This design comes from an exercise in tuning for small area, a short achievable clock period and few clock cycles per item on the open sky130 flow, not from production work.

## the reference run
==> module linear_key_value_table_core, before the edit <==
module linear_key_value_table_core #(
   parameter int DEPTH    = lkv_pkg::DEPTH_DEFAULT,
   parameter int KEY_BITS = lkv_pkg::KEY_BITS_DEFAULT
) (
   input  logic                              clock,
   input  logic                              reset,
   input  logic                              req_valid,
   output logic                              req_ready,
   input  logic [lkv_pkg::REQ_TYPE_W-1:0]    req_type,
   input  logic [lkv_pkg::KEY_W-1:0]         req_key,
   input  logic [lkv_pkg::VALUE_W-1:0]       req_value,
   output logic                              rsp_valid,
   input  logic                              rsp_ready,
   output logic [lkv_pkg::STATUS_W-1:0]      rsp_status,
   output logic [lkv_pkg::VALUE_W-1:0]       rsp_value_out,
   output logic [lkv_pkg::ENTRY_COUNT_W-1:0] rsp_entry_count,
   output logic                              rsp_is_empty
);
   localparam int VW = lkv_pkg::VALUE_W;
   localparam int CW = lkv_pkg::ENTRY_COUNT_W;
   logic                r_v, r_ins, r_rem;
   logic [DEPTH-1:0]    r_m;       
   logic [DEPTH-1:0]    r_slot;    
   logic [DEPTH-1:0]    nf;        
   logic                nf_none;   
   logic                rdy_ff;
   logic [DEPTH-1:0]    tv;
   logic [KEY_BITS-1:0] tk [DEPTH];
   logic [VW-1:0]       tval [DEPTH];
   logic [CW-1:0]       cnt;
   logic                o_v, o_empty;
   logic [1:0]          o_st;
   logic [VW-1:0]       o_val;
   logic [CW-1:0]       o_cnt;
   logic                s_v;
   logic [1:0]          s_st;
   logic [VW-1:0]       s_val;
   logic                issue, hit, full, ins_ok, rem_ok, o_free, s_v_in, r_v_in, r_pend;
   logic [DEPTH-1:0]    m, eq_in, slot_in, wr, tv_in, hold_in, avail_in, nf_in;
   logic                nf_none_in;
   logic [1:0]          n_st;
   logic [VW-1:0]       n_val;
   logic [CW-1:0]       cnt_in;
   logic                empty_in;
   assign issue  = r_v && !s_v;
   assign full   = cnt[CW-1];
   assign r_pend = r_v && r_ins;
   for (genvar i = 0; i < DEPTH; i++) begin : g_cmp
      assign eq_in[i] = (tk[i] == req_key);
      assign m[i]     = r_m[i];
   end
   assign hit    = |m;
   assign ins_ok = issue && r_ins && !hit && !full;
   assign rem_ok = issue && r_rem && hit;
   assign slot_in = nf_none ? ((r_pend ? (r_slot & ~tv) : '0) | (r_rem ? m : '0)) : nf;
   assign wr      = rdy_ff ? (nf | (nf_none ? (((r_pend && hit) ? (r_slot & ~tv) : '0) |
                                               (r_rem ? m : '0)) : '0)) : '0;
   assign hold_in  = rdy_ff ? ((req_valid && req_type == lkv_pkg::REQ_INSERT) ? slot_in : '0)
                            : (r_pend ? r_slot : '0);
   assign avail_in = ~tv_in & ~hold_in;
   always_comb begin
      logic seen;
      seen = 1'b0;
      for (int i = 0; i < DEPTH; i++) begin
         nf_in[i] = avail_in[i] && !seen;
         seen     = seen || avail_in[i];
      end
   end
   assign nf_none_in = ~|avail_in;
   always_comb begin
      n_val = '0;
      for (int i = 0; i < DEPTH; i++) n_val = n_val | ({VW{m[i]}} & tval[i]);
      if (r_ins) n_val = '0;
   end
   always_comb begin
      if (r_ins) n_st = hit ? lkv_pkg::STATUS_MISS : (full ? lkv_pkg::STATUS_FULL : lkv_pkg::STATUS_OK);
      else       n_st = hit ? lkv_pkg::STATUS_OK : lkv_pkg::STATUS_MISS;
   end
   always_comb begin
      cnt_in = cnt;
      if (ins_ok) cnt_in = cnt + 1'b1;
      else if (rem_ok) cnt_in = cnt - 1'b1;
   end
   assign empty_in = (cnt == '0) ? !ins_ok : ((cnt == CW'(1)) && rem_ok);
   for (genvar i = 0; i < DEPTH; i++) begin : g_slot
      always_ff @(posedge clock) begin
         if (wr[i]) begin
            tk[i]   <= req_key;
            tval[i] <= req_value;
         end
      end
      assign tv_in[i] = tv[i] ? !(rem_ok && m[i]) : (ins_ok && r_slot[i]);
      always_ff @(posedge clock) begin
         if (reset) tv[i] <= 1'b0;
         else       tv[i] <= tv_in[i];
      end
   end
   assign o_free = !o_v || rsp_ready;
   assign s_v_in = s_v ? !o_free : (issue && !o_free);
   assign r_v_in = rdy_ff ? req_valid : r_v;
   always_ff @(posedge clock) begin
      if (reset) begin
         cnt    <= '0;
         r_v    <= 1'b0;
         s_v    <= 1'b0;
         o_v    <= 1'b0;
         rdy_ff <= 1'b1;
         nf      <= DEPTH'(1);
         nf_none <= 1'b0;
      end else begin
         nf      <= nf_in;
         nf_none <= nf_none_in;
         cnt    <= cnt_in;
         r_v    <= r_v_in;
         s_v    <= s_v_in;
         o_v    <= o_free ? (s_v || issue) : 1'b1;
         rdy_ff <= !r_v_in || !s_v_in;
      end
   end
   always_ff @(posedge clock) begin
      if (rdy_ff) begin
         r_ins  <= (req_type == lkv_pkg::REQ_INSERT);
         r_rem  <= (req_type == lkv_pkg::REQ_REMOVE);
         r_m    <= eq_in & tv_in;
         r_slot <= slot_in;
      end
      if (!s_v) begin
         s_st  <= n_st;
         s_val <= n_val;
      end
      if (o_free) begin
         if (s_v) begin
            o_st    <= s_st;
            o_val   <= s_val;
            o_cnt   <= cnt;
            o_empty <= (cnt == '0);
         end else begin
            o_st    <= n_st;
            o_val   <= n_val;
            o_cnt   <= cnt_in;
            o_empty <= empty_in;
         end
      end
   end
   assign req_ready       = rdy_ff;
   assign rsp_valid       = o_v;
   assign rsp_status      = o_st;
   assign rsp_value_out   = o_val;
   assign rsp_entry_count = o_cnt;
   assign rsp_is_empty    = o_empty;
endmodule
export LEC_CHECK = 0
export CAP_MARGIN = 20
export CORE_MARGIN = 2
export CORE_UTILIZATION = 60
export SETUP_SLACK_MARGIN = 2.5
export SLEW_MARGIN = 20
create_clock -name core_clock -period 5.0 [get_ports {clock}]
standard.sh (not shown) runs the stock make flow with config.mk's settings and CLKGATE_MAP_FILE= SYNTH_SCRIPT=/design/flow/synth_recipe.tcl, a recipe that flattens the netlist after the stock synthesis.
==> flow/flow/run.sh <==
#!/bin/bash
# The standard layout, with plain buffers (not delay cells) on the ports
set -euo pipefail
bash standard.sh BUFFER_PORTS_ARGS="-buffer_cell sky130_fd_sc_hd__buf_4" finish > standard_flow.log 2>&1
What the trial run does differently from the reference run at the input level:
diff --git a/flow/design.v b/flow/design.v
--- a/flow/design.v
+++ b/flow/design.v
@@ -52,28 +52,25 @@
    logic [DEPTH-1:0]    r_m;       
    logic [DEPTH-1:0]    r_slot;    
    logic [DEPTH-1:0]    nf;        
    logic                nf_none;   
-   logic                rdy_ff;
    logic [DEPTH-1:0]    tv;
    logic [KEY_BITS-1:0] tk [DEPTH];
    logic [VW-1:0]       tval [DEPTH];
    logic [CW-1:0]       cnt;
    logic                o_v, o_empty;
    logic [1:0]          o_st;
    logic [VW-1:0]       o_val;
-   logic [CW-1:0]       o_cnt;
-   logic                s_v;
-   logic [1:0]          s_st;
-   logic [VW-1:0]       s_val;
-   logic                issue, hit, full, ins_ok, rem_ok, o_free, s_v_in, r_v_in, r_pend;
+   logic                issue, hit, full, ins_ok, rem_ok, o_free, rdy, r_v_in, r_pend;
    logic [DEPTH-1:0]    m, eq_in, slot_in, wr, tv_in, hold_in, avail_in, nf_in;
    logic                nf_none_in;
    logic [1:0]          n_st;
    logic [VW-1:0]       n_val;
    logic [CW-1:0]       cnt_in;
    logic                empty_in;
-   assign issue  = r_v && !s_v;
+   assign o_free = !o_v || rsp_ready;
+   assign rdy    = !r_v || o_free;
+   assign issue  = r_v && o_free;
    assign full   = cnt[CW-1];
    assign r_pend = r_v && r_ins;
    for (genvar i = 0; i < DEPTH; i++) begin : g_cmp
       assign eq_in[i] = (tk[i] == req_key);
@@ -82,11 +79,11 @@
    assign hit    = |m;
    assign ins_ok = issue && r_ins && !hit && !full;
    assign rem_ok = issue && r_rem && hit;
    assign slot_in = nf_none ? ((r_pend ? (r_slot & ~tv) : '0) | (r_rem ? m : '0)) : nf;
-   assign wr      = rdy_ff ? (nf | (nf_none ? (((r_pend && hit) ? (r_slot & ~tv) : '0) |
+   assign wr      = rdy ? (nf | (nf_none ? (((r_pend && hit) ? (r_slot & ~tv) : '0) |
                                                (r_rem ? m : '0)) : '0)) : '0;
-   assign hold_in  = rdy_ff ? ((req_valid && req_type == lkv_pkg::REQ_INSERT) ? slot_in : '0)
+   assign hold_in  = rdy ? ((req_valid && req_type == lkv_pkg::REQ_INSERT) ? slot_in : '0)
                             : (r_pend ? r_slot : '0);
    assign avail_in = ~tv_in & ~hold_in;
    always_comb begin
       logic seen;
@@ -124,58 +121,41 @@
          if (reset) tv[i] <= 1'b0;
          else       tv[i] <= tv_in[i];
       end
    end
-   assign o_free = !o_v || rsp_ready;
-   assign s_v_in = s_v ? !o_free : (issue && !o_free);
-   assign r_v_in = rdy_ff ? req_valid : r_v;
+   assign r_v_in = rdy ? req_valid : r_v;
    always_ff @(posedge clock) begin
       if (reset) begin
-         cnt    <= '0;
-         r_v    <= 1'b0;
-         s_v    <= 1'b0;
-         o_v    <= 1'b0;
-         rdy_ff <= 1'b1;
+         cnt     <= '0;
+         o_empty <= 1'b1;
+         r_v     <= 1'b0;
+         o_v     <= 1'b0;
          nf      <= DEPTH'(1);
          nf_none <= 1'b0;
       end else begin
+         cnt     <= cnt_in;
+         o_empty <= empty_in;
+         r_v     <= r_v_in;
+         o_v     <= o_free ? issue : 1'b1;
          nf      <= nf_in;
          nf_none <= nf_none_in;
-         cnt    <= cnt_in;
-         r_v    <= r_v_in;
-         s_v    <= s_v_in;
-         o_v    <= o_free ? (s_v || issue) : 1'b1;
-         rdy_ff <= !r_v_in || !s_v_in;
       end
    end
    always_ff @(posedge clock) begin
-      if (rdy_ff) begin
+      if (rdy) begin
          r_ins  <= (req_type == lkv_pkg::REQ_INSERT);
          r_rem  <= (req_type == lkv_pkg::REQ_REMOVE);
          r_m    <= eq_in & tv_in;
          r_slot <= slot_in;
       end
-      if (!s_v) begin
-         s_st  <= n_st;
-         s_val <= n_val;
-      end
       if (o_free) begin
-         if (s_v) begin
-            o_st    <= s_st;
-            o_val   <= s_val;
-            o_cnt   <= cnt;
-            o_empty <= (cnt == '0);
-         end else begin
-            o_st    <= n_st;
-            o_val   <= n_val;
-            o_cnt   <= cnt_in;
-            o_empty <= empty_in;
-         end
+         o_st  <= n_st;
+         o_val <= n_val;
       end
    end
-   assign req_ready       = rdy_ff;
+   assign req_ready       = rdy;
    assign rsp_valid       = o_v;
    assign rsp_status      = o_st;
    assign rsp_value_out   = o_val;
-   assign rsp_entry_count = o_cnt;
+   assign rsp_entry_count = cnt;
    assign rsp_is_empty    = o_empty;
 endmodule
==> comparison <==
- The trial run reached the final stage; the timing, DRC and antenna checks on its layout passed.
- Comparing the reference run and the trial run, growth of design area from synthesis to finish is lower on the reference run.
- Compare the reference run and the trial run | met1 demand-to-capacity share in global routing higher: the trial run
- Between the reference run and the trial run, the synthesized area divided by synthesized cell count is higher for the trial run.
- Between the reference run and the trial run, the actual slew at the worst max-slew pin does not differ in any meaningful way.
- NOTE global placement routability congestion the reference run->the trial run decreased by a few percent
- The trial run vs. the reference run: global-route met3 utilization has increased; insertion delay to the later sink of the worst-skew pair has remained practically unchanged.
- Of the reference run and the trial run, the reference run shows the higher synthesized area, with the trial run below it.
- Against the reference run, the trial run comes in 0.0039 ns lower on setup slack of the critical path after layout.
- Final hold slack for the trial run: 0.083 ns up relative to the reference run
- Net count after synthesis went down by a few percent going from the reference run to the trial run.
No run of this note included a check of the RTL's function; only the layout flow was run.

separate check: timing with driven ports:
Ports are ideal in the flow. The routed layouts listed here were re-timed in OpenROAD.
Step 1: set_driving_cell puts a clkbuf_16 on clock and a buf_2 on each other input, an assumption about the parent block.
Step 2 moves the port delays by t, midway between the first and last clock arrival at a register: inputs arrive t later, outputs are due t later. That takes back most of the time a late clock gives input paths.
Slacks: no drivers / after step 1 / after step 2; pairs: no drivers / after step 1.
run | t, ns | setup WS [ns] | worst setup path after step 2 | clock arrival spread, ns | slew at the worst register clock pin (ns)
the reference run | 0.744 | 2.229 / 2.229 / 1.894 | input to register | 0.020 / 0.020 | 0.07 / 0.07
the trial run | 0.754 | 2.225 / 2.225 / 1.731 | input to register | 0.038 / 0.038 | 0.07 / 0.07
After both steps every run listed still meets setup and hold. The setup slack of the trial run, which loses most, moves by 0.000 ns with the drivers and by -0.494 ns with both steps.
